Context: an optimization exercise on an open-source flow, tuned for small area and a short achievable clock period. The choices shown serve that exercise and are no tape-out recipe. Only simulation tests tie the RTL to the original design; equivalence was not proved. Power is estimated from default activity; no workload was simulated.

Setup of lane 1:
==> flow/design.v <==
`default_nettype none
`default_nettype wire
`default_nettype none
package cache_pkg;
	localparam int BYTE_OFF_BITS = $clog2(32 / 8);
	localparam int WORD_IDX_BITS = $clog2(4);
	localparam int TAG_BITS = 32 - WORD_IDX_BITS - BYTE_OFF_BITS;
	typedef struct packed {
		logic [TAG_BITS-1:0] tag;
		logic [WORD_IDX_BITS-1:0] word_idx;
		logic [BYTE_OFF_BITS-1:0] byte_off;
	} addr_fields_t;
	typedef union packed {
		logic [32-1:0] raw;
		addr_fields_t fields;
	} addr_t;
	typedef logic [32-1:0] data_t;
	typedef logic [TAG_BITS-1:0] tag_t;
	typedef logic [WORD_IDX_BITS-1:0] word_idx_t;
	typedef logic [8-1:0] hitcnt_t;
	typedef logic [8-1:0] line_mask_t;
endpackage
`default_nettype wire
`default_nettype none
module line_match (
	input wire [cache_pkg::TAG_BITS-1:0] line_tag,
	input wire live,
	input wire [cache_pkg::TAG_BITS-1:0] tag,
	output logic hit
);
	assign hit = live && (line_tag == tag);
endmodule
module tag_match (
	input wire [8-1:0][cache_pkg::TAG_BITS-1:0] tags,
	input wire [8-1:0] live,
	input wire [cache_pkg::TAG_BITS-1:0] tag,
	output logic [8-1:0] hit,
	output logic any
);
	for (genvar i = 0; i < 8; i++) begin : g_line
		line_match u_match (.line_tag(tags[i]), .live(live[i]), .tag(tag), .hit(hit[i]));
	end
	assign any = |hit;
endmodule
`default_nettype wire
`default_nettype none
module word_mux (
	input wire [8*4-1:0][32-1:0] words,
	input wire [8*4-1:0] sel,
	output logic [32-1:0] q
);
	always_comb begin
		q = '0;
		for (int j = 0; j < 8*4; j++)
			q = q | ({32{sel[j]}} & words[j]);
	end
endmodule
`default_nettype wire
`default_nettype none
module hybrid_cache (
	input wire clk,
	input wire reset_n,
	input wire [32-1:0] dcache_rdaddr,
	input wire dcache_rdreq,
	output logic [32-1:0] dcache_out,
	output logic dcache_out_valid,
	output logic dcache_rd_ready,
	input wire [32-1:0] dcache_wraddr,
	input wire dcache_wrreq,
	input wire [32-1:0] dcache_in,
	output logic dcache_wr_ready,
	input wire [32-1:0] icache_rdaddr,
	input wire icache_rdreq,
	output logic [32-1:0] icache_out,
	output logic icache_out_valid,
	output logic icache_rd_ready,
	output logic [32-1:0] mem_addr,
	output logic [32-1:0] mem_in,
	input wire [32-1:0] mem_out,
	input wire mem_out_valid,
	output logic mem_wrreq,
	output logic mem_rdreq
);
	localparam int NL = 8;
	localparam int NW = 4;
	localparam int DW = 32;
	localparam int TW = cache_pkg::TAG_BITS;
	localparam int HW = 8;
	logic [NL*NW-1:0][DW-1:0] words;
	logic [NL-1:0][TW-1:0] tags;
	logic [NL-1:0][HW-1:0] hitcnt;
	logic [NL-1:0] valid;
	logic [NL-1:0] live;
	logic [NL-1:0] dirty;
	logic busy;
	logic s1, wb, rr, rw, dn;
	logic [1:0] cnt;
	logic [NL-1:0] victim_r;
	logic [TW-1:0] fill_tag;
	logic [DW-1:0] rd_q;
	logic [DW-1:0] ird_q;
	wire [TW-1:0] d_rd_tag = dcache_rdaddr[31:4];
	wire [TW-1:0] d_wr_tag = dcache_wraddr[31:4];
	wire [TW-1:0] i_rd_tag = icache_rdaddr[31:4];
	wire [1:0] d_rd_word = dcache_rdaddr[3:2];
	wire [1:0] d_wr_word = dcache_wraddr[3:2];
	wire [1:0] i_rd_word = icache_rdaddr[3:2];
	logic [NL-1:0] d_rd_hit, d_wr_hit, i_rd_hit;
	logic d_rd_any, d_wr_any, i_rd_any;
	tag_match u_d_rd_match (.tags(tags), .live(live), .tag(d_rd_tag), .hit(d_rd_hit), .any(d_rd_any));
	tag_match u_d_wr_match (.tags(tags), .live(live), .tag(d_wr_tag), .hit(d_wr_hit), .any(d_wr_any));
	tag_match u_i_rd_match (.tags(tags), .live(live), .tag(i_rd_tag), .hit(i_rd_hit), .any(i_rd_any));
	assign dcache_rd_ready = d_rd_any;
	assign dcache_wr_ready = d_wr_any;
	assign icache_rd_ready = i_rd_any;
	wire d_rd_en = dcache_rdreq && dcache_rd_ready;
	wire i_rd_en = icache_rdreq && icache_rd_ready;
	wire d_rd_miss = !busy && dcache_rdreq && !d_rd_any;
	wire d_wr_miss = !busy && dcache_wrreq && !d_wr_any;
	wire i_rd_miss = !busy && icache_rdreq && !i_rd_any;
	wire any_miss = d_rd_miss || d_wr_miss || i_rd_miss;
	logic [3:0][HW-1:0] c1;
	logic [3:0] w1;
	logic [1:0][HW-1:0] c2;
	logic [1:0][1:0] w2;
	logic [2:0] vidx;
	logic [NL-1:0] victim;
	always_comb begin
		for (int i = 0; i < 4; i++) begin
			w1[i] = hitcnt[2*i+1] < hitcnt[2*i];
			c1[i] = w1[i] ? hitcnt[2*i+1] : hitcnt[2*i];
		end
		for (int i = 0; i < 2; i++) begin
			w2[i][1] = c1[2*i+1] < c1[2*i];
			w2[i][0] = w2[i][1] ? w1[2*i+1] : w1[2*i];
			c2[i] = w2[i][1] ? c1[2*i+1] : c1[2*i];
		end
		vidx[2] = c2[1] < c2[0];
		vidx[1:0] = vidx[2] ? w2[1] : w2[0];
		victim = NL'(1) << vidx;
	end
	wire victim_dirty = |(victim_r & dirty);
	always_ff @(posedge clk or negedge reset_n) begin
		if (!reset_n) begin
			busy <= 1'b0;
			s1 <= 1'b0;
			wb <= 1'b0;
			rr <= 1'b0;
			rw <= 1'b0;
			dn <= 1'b0;
		end else begin
			s1 <= any_miss;
			if (any_miss)
				busy <= 1'b1;
			if (dn)
				busy <= 1'b0;
			wb <= (s1 && victim_dirty) || (wb && (cnt != 2'd3));
			rr <= (s1 && !victim_dirty) || (wb && (cnt == 2'd3)) ||
				(rw && mem_out_valid && (cnt != 2'd3));
			rw <= rr || (rw && !mem_out_valid);
			dn <= rw && mem_out_valid && (cnt == 2'd3);
		end
	end
	always_ff @(posedge clk) begin
		if (s1)
			cnt <= 2'd0;
		else if (wb || (rw && mem_out_valid))
			cnt <= cnt + 2'd1;
		if (!busy) begin
			victim_r <= victim;
			if (d_rd_miss)
				fill_tag <= d_rd_tag;
			else if (d_wr_miss)
				fill_tag <= d_wr_tag;
			else
				fill_tag <= i_rd_tag;
		end
	end
	always_ff @(posedge clk or negedge reset_n) begin
		if (!reset_n) begin
			valid <= '0;
			live <= '0;
			dirty <= '0;
			hitcnt <= '0;
		end else begin
			if (any_miss)
				live <= '0;
			else if (dn)
				live <= valid;
			for (int i = 0; i < NL; i++) begin
				logic [1:0] inc;
				logic [HW:0] sum;
				inc = 2'(dcache_rdreq && d_rd_hit[i]) +
					2'(dcache_wrreq && d_wr_hit[i]) +
					2'(icache_rdreq && i_rd_hit[i]);
				sum = {1'b0, hitcnt[i]} + {{(HW-1){1'b0}}, inc};
				if (s1 && victim_r[i]) begin
					hitcnt[i] <= '0;
					dirty[i] <= 1'b0;
					valid[i] <= 1'b1;
				end else begin
					hitcnt[i] <= sum[HW] ? {HW{1'b1}} : sum[HW-1:0];
					if (dcache_wrreq && d_wr_hit[i])
						dirty[i] <= 1'b1;
				end
			end
		end
	end
	wire [DW-1:0] wdata = busy ? mem_out : dcache_in;
	always_ff @(posedge clk) begin
		for (int i = 0; i < NL; i++) begin
			for (int k = 0; k < NW; k++) begin
				if ((dcache_wrreq && d_wr_hit[i] && (d_wr_word == 2'(k))) ||
					(rw && mem_out_valid && victim_r[i] && (cnt == 2'(k))))
					words[i*NW+k] <= wdata;
			end
			if (dn && victim_r[i])
				tags[i] <= fill_tag;
		end
	end
	logic [DW-1:0] r_mux, i_mux;
	logic [NL*NW-1:0] r_sel, i_sel;
	always_comb begin
		for (int i = 0; i < NL; i++)
			for (int k = 0; k < NW; k++) begin
				r_sel[i*NW+k] = busy ? (victim_r[i] && (cnt == 2'(k))) : (d_rd_hit[i] && (d_rd_word == 2'(k)));
				i_sel[i*NW+k] = i_rd_hit[i] && (i_rd_word == 2'(k));
			end
	end
	word_mux u_r_mux (.words(words), .sel(r_sel), .q(r_mux));
	word_mux u_i_mux (.words(words), .sel(i_sel), .q(i_mux));
	always_ff @(posedge clk) begin
		rd_q <= r_mux;
		ird_q <= i_mux;
	end
	always_ff @(posedge clk or negedge reset_n) begin
		if (!reset_n) begin
			dcache_out_valid <= 1'b0;
			icache_out_valid <= 1'b0;
			mem_wrreq <= 1'b0;
			mem_rdreq <= 1'b0;
		end else begin
			dcache_out_valid <= d_rd_en;
			icache_out_valid <= i_rd_en;
			mem_wrreq <= wb;
			mem_rdreq <= rr;
		end
	end
	logic [TW-1:0] victim_tag;
	always_comb begin
		victim_tag = '0;
		for (int i = 0; i < NL; i++)
			if (victim_r[i])
				victim_tag = victim_tag | tags[i];
	end
	assign dcache_out = rd_q;
	assign icache_out = ird_q;
	assign mem_in = rd_q;
	assign mem_addr = {mem_wrreq ? victim_tag : fill_tag, mem_wrreq ? cnt - 2'd1 : cnt, 2'b00};
endmodule
`default_nettype wire
export LEC_CHECK = 0
export CAP_MARGIN = 20
export CORE_MARGIN = 2
export CORE_UTILIZATION = 42
export SLEW_MARGIN = 20
export SYNTH_HIERARCHICAL = 1
export SYNTH_MINIMUM_KEEP_SIZE = 0
export SETUP_SLACK_MARGIN = 7.5
export BUFFER_PORTS_ARGS = -buffer_cell sky130_fd_sc_hd__buf_1
export CTS_ARGS = -sink_clustering_enable -repair_clock_nets -buf_list sky130_fd_sc_hd__clkbuf_16 -sink_clustering_size 20 -sink_clustering_max_diameter 100 -dont_use_dummy_load
create_clock -name core_clock -period 14.0 [get_ports {clk}]
standard.sh (not shown) runs the stock make flow with config.mk's settings and CLKGATE_MAP_FILE= SYNTH_SCRIPT=/design/flow/synth_recipe.tcl, a recipe that flattens the netlist after the stock synthesis.
==> flow/flow/run.sh <==
#!/bin/bash
# The standard layout, with tighter setup repair, chosen port buffers and
# smaller clock buffers; each tool's output goes to the logs under orfs/logs
set -euo pipefail
cat flow/extra.mk >> config.mk
bash standard.sh > standard.log 2>&1
==> flow/flow/extra.mk <==
export SETUP_SLACK_MARGIN = 7.5
export BUFFER_PORTS_ARGS = -buffer_cell sky130_fd_sc_hd__buf_1
export CTS_ARGS = -sink_clustering_enable -repair_clock_nets -buf_list sky130_fd_sc_hd__clkbuf_16 -sink_clustering_size 20 -sink_clustering_max_diameter 100 -dont_use_dummy_load
Setup changes, lane 1 to lane 2
--- a/flow/design.v
+++ b/flow/design.v
@@ -23,11 +23,43 @@
 `default_nettype wire
 `default_nettype none
+module g_xor2 (input wire a, input wire b, output logic y);
+	assign y = a ^ b;
+endmodule
+module g_nor2 (input wire a, input wire b, output logic y);
+	assign y = !(a || b);
+endmodule
+module g_nand2 (input wire a, input wire b, output logic y);
+	assign y = !(a && b);
+endmodule
+module g_or2 (input wire a, input wire b, output logic y);
+	assign y = a || b;
+endmodule
 module line_match (
 	input wire [cache_pkg::TAG_BITS-1:0] line_tag,
-	input wire live,
+	input wire live_n,
 	input wire [cache_pkg::TAG_BITS-1:0] tag,
 	output logic hit
 );
-	assign hit = live && (line_tag == tag);
+	logic [27:0] x;    
+	logic [13:0] e2;   
+	logic [6:0] d4;    
+	logic [3:0] e8;    
+	logic [1:0] d16;   
+	for (genvar j = 0; j < 28; j++) begin : g_x
+		g_xor2 u (.a(line_tag[j]), .b(tag[j]), .y(x[j]));
+	end
+	for (genvar j = 0; j < 14; j++) begin : g_e2
+		g_nor2 u (.a(x[2*j]), .b(x[2*j+1]), .y(e2[j]));
+	end
+	for (genvar j = 0; j < 7; j++) begin : g_d4
+		g_nand2 u (.a(e2[2*j]), .b(e2[2*j+1]), .y(d4[j]));
+	end
+	for (genvar j = 0; j < 3; j++) begin : g_e8
+		g_nor2 u (.a(d4[2*j]), .b(d4[2*j+1]), .y(e8[j]));
+	end
+	g_nor2 u_e8_3 (.a(d4[6]), .b(live_n), .y(e8[3]));
+	g_nand2 u_d16_0 (.a(e8[0]), .b(e8[1]), .y(d16[0]));
+	g_nand2 u_d16_1 (.a(e8[2]), .b(e8[3]), .y(d16[1]));
+	g_nor2 u_hit (.a(d16[0]), .b(d16[1]), .y(hit));
 endmodule
 module tag_match (
@@ -38,8 +70,15 @@
 	output logic any
 );
+	logic [3:0] n2;
+	logic [1:0] o4;
 	for (genvar i = 0; i < 8; i++) begin : g_line
-		line_match u_match (.line_tag(tags[i]), .live(live[i]), .tag(tag), .hit(hit[i]));
-	end
-	assign any = |hit;
+		line_match u_match (.line_tag(tags[i]), .live_n(!live[i]), .tag(tag), .hit(hit[i]));
+	end
+	for (genvar i = 0; i < 4; i++) begin : g_n2
+		g_nor2 u (.a(hit[2*i]), .b(hit[2*i+1]), .y(n2[i]));
+	end
+	g_nand2 u_o4_0 (.a(n2[0]), .b(n2[1]), .y(o4[0]));
+	g_nand2 u_o4_1 (.a(n2[2]), .b(n2[3]), .y(o4[1]));
+	g_or2 u_any (.a(o4[0]), .b(o4[1]), .y(any));
 endmodule
 `default_nettype wire
Notes after the runs:
- Net load switching power on lane 2 is behind lane 1.
- Re clock power share: lane 1 and lane 2 aren't equal, and the lower value belongs to lane 1.
- In lane 2, the number of buffers outside the clock class in the layout came out 1.3% below the value in lane 1.
- Any difference in register-to-register setup slack between lane 1 and lane 2 is small enough to ignore.
- Taking lane 1 as the reference point, the post-detailed-routing wire length of lane 2 rises by 4200 µm.
- Summary of lane 2 over lane 1: power +72 µW, via density per instance -about 2.4%.
- On lane 2: pin count of the biggest net entering global routing is 13% higher than what lane 1 gave.

[afterwards: timing with drivers on the ports]
Ports are ideal in the flow. The routed layouts listed here were re-timed in OpenROAD.
Step 1, drivers: a clkbuf_16 drives clk and a buf_2 each remaining input, both assumed.
Step 2, shift: input delay + t, output delay - t, t = (earliest + latest rising clock arrival at the registers) / 2. This alone moves slack from input paths to output paths.
a / b / c = ideal / step 1 / step 2; a / b = the first two.
run | t (ns) | slack for setup (ns) | worst hold slack (ns) | latest minus earliest clock arrival (ns) | worst register clock-pin slew, ns
lane 1 | 0.807 | 6.421 / 6.374 / 6.374 | 0.406 / 0.406 / 0.406 | 0.132 / 0.132 | 0.10 / 0.10
lane 2 | 0.777 | 6.896 / 6.810 / 6.810 | 0.395 / 0.395 / 0.395 | 0.140 / 0.139 | 0.09 / 0.09
After both steps every run listed still meets setup and hold. For lane 2, which loses most, drivers alone change the setup slack by -0.086 ns; drivers and shift together by -0.086 ns.
